What follows belongs to an exercise in optimizing a design on an open flow for small area; a production flow would make more cautious choices. In this exercise RTL edits were held to simulation tests only and were not proved equivalent to the original. Power and IR drop assume default switching activity.

==> harbor <==
==> flow/design.v (excerpt) <==
module lc4_processor_ss #(
    parameter logic [15:0] PC_RESET = 16'h8200
) (
    input  logic        gwe,
    input  logic        i_rst_n,
    output logic [15:0] o_cur_pc,
    input  logic [15:0] i_cur_insn_a,     
    input  logic [15:0] i_cur_insn_b,     
    output logic [15:0] o_dmem_addr,
    output logic        o_dmem_we,
    output logic [15:0] o_dmem_towrite,
    input  logic [15:0] i_dmem_rdata,
    output logic        o_retire_a_valid,
    output logic [15:0] o_retire_a_pc,
    output logic [15:0] o_retire_a_insn,
    output logic        o_retire_a_rd_we,
    output logic [2:0]  o_retire_a_rd,
    output logic [15:0] o_retire_a_wdata,
    output logic        o_retire_a_dmem_we,
    output logic [15:0] o_retire_a_dmem_addr,
    output logic        o_retire_b_valid,
    output logic [15:0] o_retire_b_pc,
    output logic [15:0] o_retire_b_insn,
    output logic        o_retire_b_rd_we,
    output logic [2:0]  o_retire_b_rd,
    output logic [15:0] o_retire_b_wdata,
    output logic        o_retire_b_dmem_we,
    output logic [15:0] o_retire_b_dmem_addr
);
Settings: LEC_CHECK=0, CAP_MARGIN=10, CORE_MARGIN=2, CORE_UTILIZATION=50, CTS_BUF_LIST=sky130_fd_sc_hd__clkbuf_8 sky130_fd_sc_hd__clkbuf_16, CTS_CLUSTER_DIAMETER=100, CTS_CLUSTER_SIZE=30, SLEW_MARGIN=10; clock period 8.0 ns.
standard.sh (not shown) runs the stock make flow with config.mk's settings and CLKGATE_MAP_FILE= SYNTH_SCRIPT=/design/flow/synth_recipe.tcl, a recipe that flattens the netlist after the stock synthesis.
==> flow/flow/run.sh <==
#!/bin/bash
# Layout flow: the standard ORFS flow with three changes:
#  - synthesis is the standard flow's own script, but ABC maps the logic with an area-oriented script
#    (flow/abc_area.script) and adders are left to ABC instead of the library's full-adder
#    cells (ADDER_MAP_FILE empty); registers are mapped before ABC runs, so they are unchanged;
#  - every port still gets a buffer, but the smallest one (buf_1);
#  - clock tree synthesis without dummy loads, with the buffers listed in CTS_BUF_LIST.
# Each tool's output goes to a log file of its own in the work folder.
set -euo pipefail
W=$(pwd)
FLOWDIR=$W/flow

# synth_recipe.tcl with ABC's -script argument replaced
{
  head -n 1 synth_recipe.tcl
  echo "proc abc {args} {"
  echo "  set i [lsearch -exact \$args -script]"
  echo "  if {\$i >= 0} { lset args [expr {\$i + 1}] {$FLOWDIR/abc_area.script} }"
  echo "  yosys abc {*}\$args"
  echo "}"
  tail -n +2 synth_recipe.tcl
} > "$W/own_synth.tcl"

export BUFFER_PORTS_ARGS="-buffer_cell sky130_fd_sc_hd__buf_1"
cfg() { sed -n "s/^export $1 *= *//p" config.mk | tail -n 1; }
CTS_BUFS=$(cfg CTS_BUF_LIST)
CTS_BUFS=${CTS_BUFS:-sky130_fd_sc_hd__clkbuf_4 sky130_fd_sc_hd__clkbuf_8}
CTS_A="-sink_clustering_enable -repair_clock_nets -dont_use_dummy_load -buf_list {$CTS_BUFS}"
[[ -n "$(cfg CTS_CLUSTER_SIZE)" ]] && CTS_A="$CTS_A -sink_clustering_size $(cfg CTS_CLUSTER_SIZE)"
[[ -n "$(cfg CTS_CLUSTER_DIAMETER)" ]] && CTS_A="$CTS_A -sink_clustering_max_diameter $(cfg CTS_CLUSTER_DIAMETER)"
export CTS_ARGS="$CTS_A"

ORFS_W=$W/orfs
RES=$ORFS_W/results/$FLOW_PLATFORM/lc4_processor_ss/base
make -C "$FLOW_HOME" DESIGN_CONFIG="$W/config.mk" WORK_HOME="$ORFS_W" CLKGATE_MAP_FILE= \
  SYNTH_SCRIPT="$W/own_synth.tcl" ADDER_MAP_FILE= finish > "$W/make_finish.log" 2>&1

: # left out here: write the final layout as DEF
==> flow/flow/abc_area.script <==
strash
&get -n
&dch -f
&nf -p -R 1000
&put
strash
&get -n
&dch -f
&nf -p -R 100
&put
==> inputs of violet, as changes to harbor <==
--- a/flow/design.v
+++ b/flow/design.v
@@ -120,20 +120,19 @@
         .o_rd_we(cb_rd_we), .o_is_load(cb_ld), .o_is_store(cb_st), .o_is_const(cb_cst));
     lc4_decoder u_dec_xa (.i_insn(i_xa_insn), .o_rs_re(xa_rs_re), .o_rt_re(xa_rt_re),
         .o_rd_we(xa_rd_we), .o_is_load(xa_ld), .o_is_store(xa_st), .o_is_const(xa_cst));
     lc4_decoder u_dec_xb (.i_insn(i_xb_insn), .o_rs_re(xb_rs_re), .o_rt_re(xb_rt_re),
         .o_rd_we(xb_rd_we), .o_is_load(xb_ld), .o_is_store(xb_st), .o_is_const(xb_cst));
-    function automatic load_use(input xv, input xld, input [2:0] xrd,
-                                input rs_re, input rt_re, input [15:0] insn);
-        load_use = xv && xld && ((rs_re && insn[8:6] == xrd) || (rt_re && insn[2:0] == xrd));
+    logic       x_load;
+    logic [2:0] x_load_rd;
+    assign x_load    = i_xa_valid && (xa_ld || (i_xb_valid && xb_ld));
+    assign x_load_rd = xa_ld ? i_xa_insn[11:9] : i_xb_insn[11:9];
+    function automatic load_use(input rs_re, input rt_re, input [15:0] insn);
+        load_use = x_load && ((rs_re && insn[8:6] == x_load_rd) || (rt_re && insn[2:0] == x_load_rd));
     endfunction
-    assign ldu_a = d_valid &&
-        (load_use(i_xa_valid, xa_ld, i_xa_insn[11:9], ca_rs_re, ca_rt_re, da_insn) ||
-         load_use(i_xb_valid, xb_ld, i_xb_insn[11:9], ca_rs_re, ca_rt_re, da_insn));
-    assign ldu_b =
-        load_use(i_xa_valid, xa_ld, i_xa_insn[11:9], cb_rs_re, cb_rt_re, db_insn) ||
-        load_use(i_xb_valid, xb_ld, i_xb_insn[11:9], cb_rs_re, cb_rt_re, db_insn);
+    assign ldu_a = d_valid && load_use(ca_rs_re, ca_rt_re, da_insn);
+    assign ldu_b = load_use(cb_rs_re, cb_rt_re, db_insn);
     assign cb_rt     = cb_st ? db_insn[11:9] : db_insn[2:0];
     assign b_needs_a = ca_rd_we &&
                        ((cb_rs_re && db_insn[8:6] == da_insn[11:9]) ||
                         ((cb_rt_re || cb_st) && cb_rt == da_insn[11:9]));
     assign both_mem  = (ca_ld || ca_st) && (cb_ld || cb_st);
@@ -194,11 +193,11 @@
         rd_op = 16'd0;
         for (int i = 0; i < 8; i++)
             rd_op = rd_op | (i_regs[i*16 +: 16] & {16{en && sel == 3'(i) && i_rf_valid[i]}});
     endfunction
     assign m_rs_v = rd_op(m_insn[8:6], !m_insn[15]);
-    assign m_rt_v = rd_op((m_insn[13] && m_insn[12]) ? m_insn[11:9] : m_insn[2:0], 1'b1);
+    assign m_rt_v = rd_op(m_insn[13] ? m_insn[11:9] : m_insn[2:0], 1'b1);
     lc4_alu u_alu (.i_insn(m_insn), .i_rs(m_rs_v), .i_rt(m_rt_v), .o_result(m_alu));
     lc4_decoder u_dec_m (.i_insn(m_insn), .o_rs_re(n0), .o_rt_re(n1), .o_rd_we(m_rd_we),
         .o_is_load(m_ld), .o_is_store(n2), .o_is_const(n3));
     lc4_decoder u_dec_w (.i_insn(w_insn), .o_rs_re(n4), .o_rt_re(n5), .o_rd_we(w_rd_we),
         .o_is_load(n6), .o_is_store(w_st), .o_is_const(n7));
@@ -340,15 +339,11 @@
     always_ff @(posedge gwe) w_addr <= o_dmem_addr;
     assign o_retire_a_rd        = o_retire_a_insn[11:9];
     assign o_retire_b_rd        = o_retire_b_insn[11:9];
     assign o_retire_a_dmem_addr = w_addr;
     assign o_retire_b_dmem_addr = w_addr;
-    assign n_flight = 4'd2 + 4'(xa_valid) + 4'(xb_valid) + 4'(ma_valid) + 4'(mb_valid)
-                    + 4'(o_retire_a_valid) + 4'(o_retire_b_valid);
-    logic [4:0]  lo_a, lo_b;
-    logic [11:0] hi_dec;
-    assign lo_a   = {1'b0, o_cur_pc[3:0]} - {1'b0, n_flight};
-    assign lo_b   = {1'b0, o_cur_pc[3:0]} - {1'b0, n_flight - 4'd1};
-    assign hi_dec = o_cur_pc[15:4] - 12'd1;
-    assign o_retire_a_pc = {lo_a[4] ? hi_dec : o_cur_pc[15:4], lo_a[3:0]};
-    assign o_retire_b_pc = {lo_b[4] ? hi_dec : o_cur_pc[15:4], lo_b[3:0]};
+    assign n_flight = 4'd2 + {2'd0, xb_valid, xa_valid && !xb_valid}
+                           + {2'd0, mb_valid, ma_valid && !mb_valid}
+                           + {2'd0, o_retire_b_valid, o_retire_a_valid && !o_retire_b_valid};
+    assign o_retire_a_pc = o_cur_pc - {12'd0, n_flight};
+    assign o_retire_b_pc = o_retire_a_pc + 16'd1;
 endmodule
==> flow/flow/abc_area.script (replaced) <==
strash
balance
rewrite
refactor
balance
rewrite -z
refactor -z
balance
&get -n
&dch -f
&nf -p -R 1000
&put
strash
&get -n
&dch -f
&nf -p -R 100
&put
CORE_UTILIZATION = 55   (was 50)
==> summary of the runs <==
In harbor the clock power is lower than in violet, by about 1%.
Via count is about the same in harbor and violet.
In violet the design area is smaller than in harbor, by about 2.6%.
Between violet and harbor, the lower worst hold slack is in violet (gap 0.0064 ns).
In violet the sequential share of layout area is higher than in harbor, by 0.96 points.
Against harbor, the first-iteration DRC count of violet is lower by about 4%.
Combinational power: violet is lower than harbor (about 4%).
harbor went through all stages and came out clean. violet completed without violations.

re-timing with driven ports:
Ports are ideal in the flow. The routed layouts listed here were re-timed in OpenROAD.
Step 1: set_driving_cell puts a clkbuf_16 on gwe and a buf_2 on each other input, an assumption about the parent block.
Step 2, shift: input delay + t, output delay - t, t = (earliest + latest rising clock arrival at the registers) / 2. This alone moves slack from input paths to output paths.
Three values: ideal, step 1, step 2; two values: the first two.
| run | t, ns | slack for setup (ns) | hold slack, ns | worst setup path after step 2 | slew at the worst register clock pin (ns) |
|---|---|---|---|---|---|
| harbor | 0.562 | 0.307 / 0.254 / 0.816 | 0.333 / 0.333 / 0.333 | register to output | 0.12 / 0.12 |
| violet | 0.572 | 0.346 / 0.292 / 0.864 | 0.327 / 0.327 / 0.327 | register to output | 0.12 / 0.12 |
After both steps setup and hold are still met in every run listed.
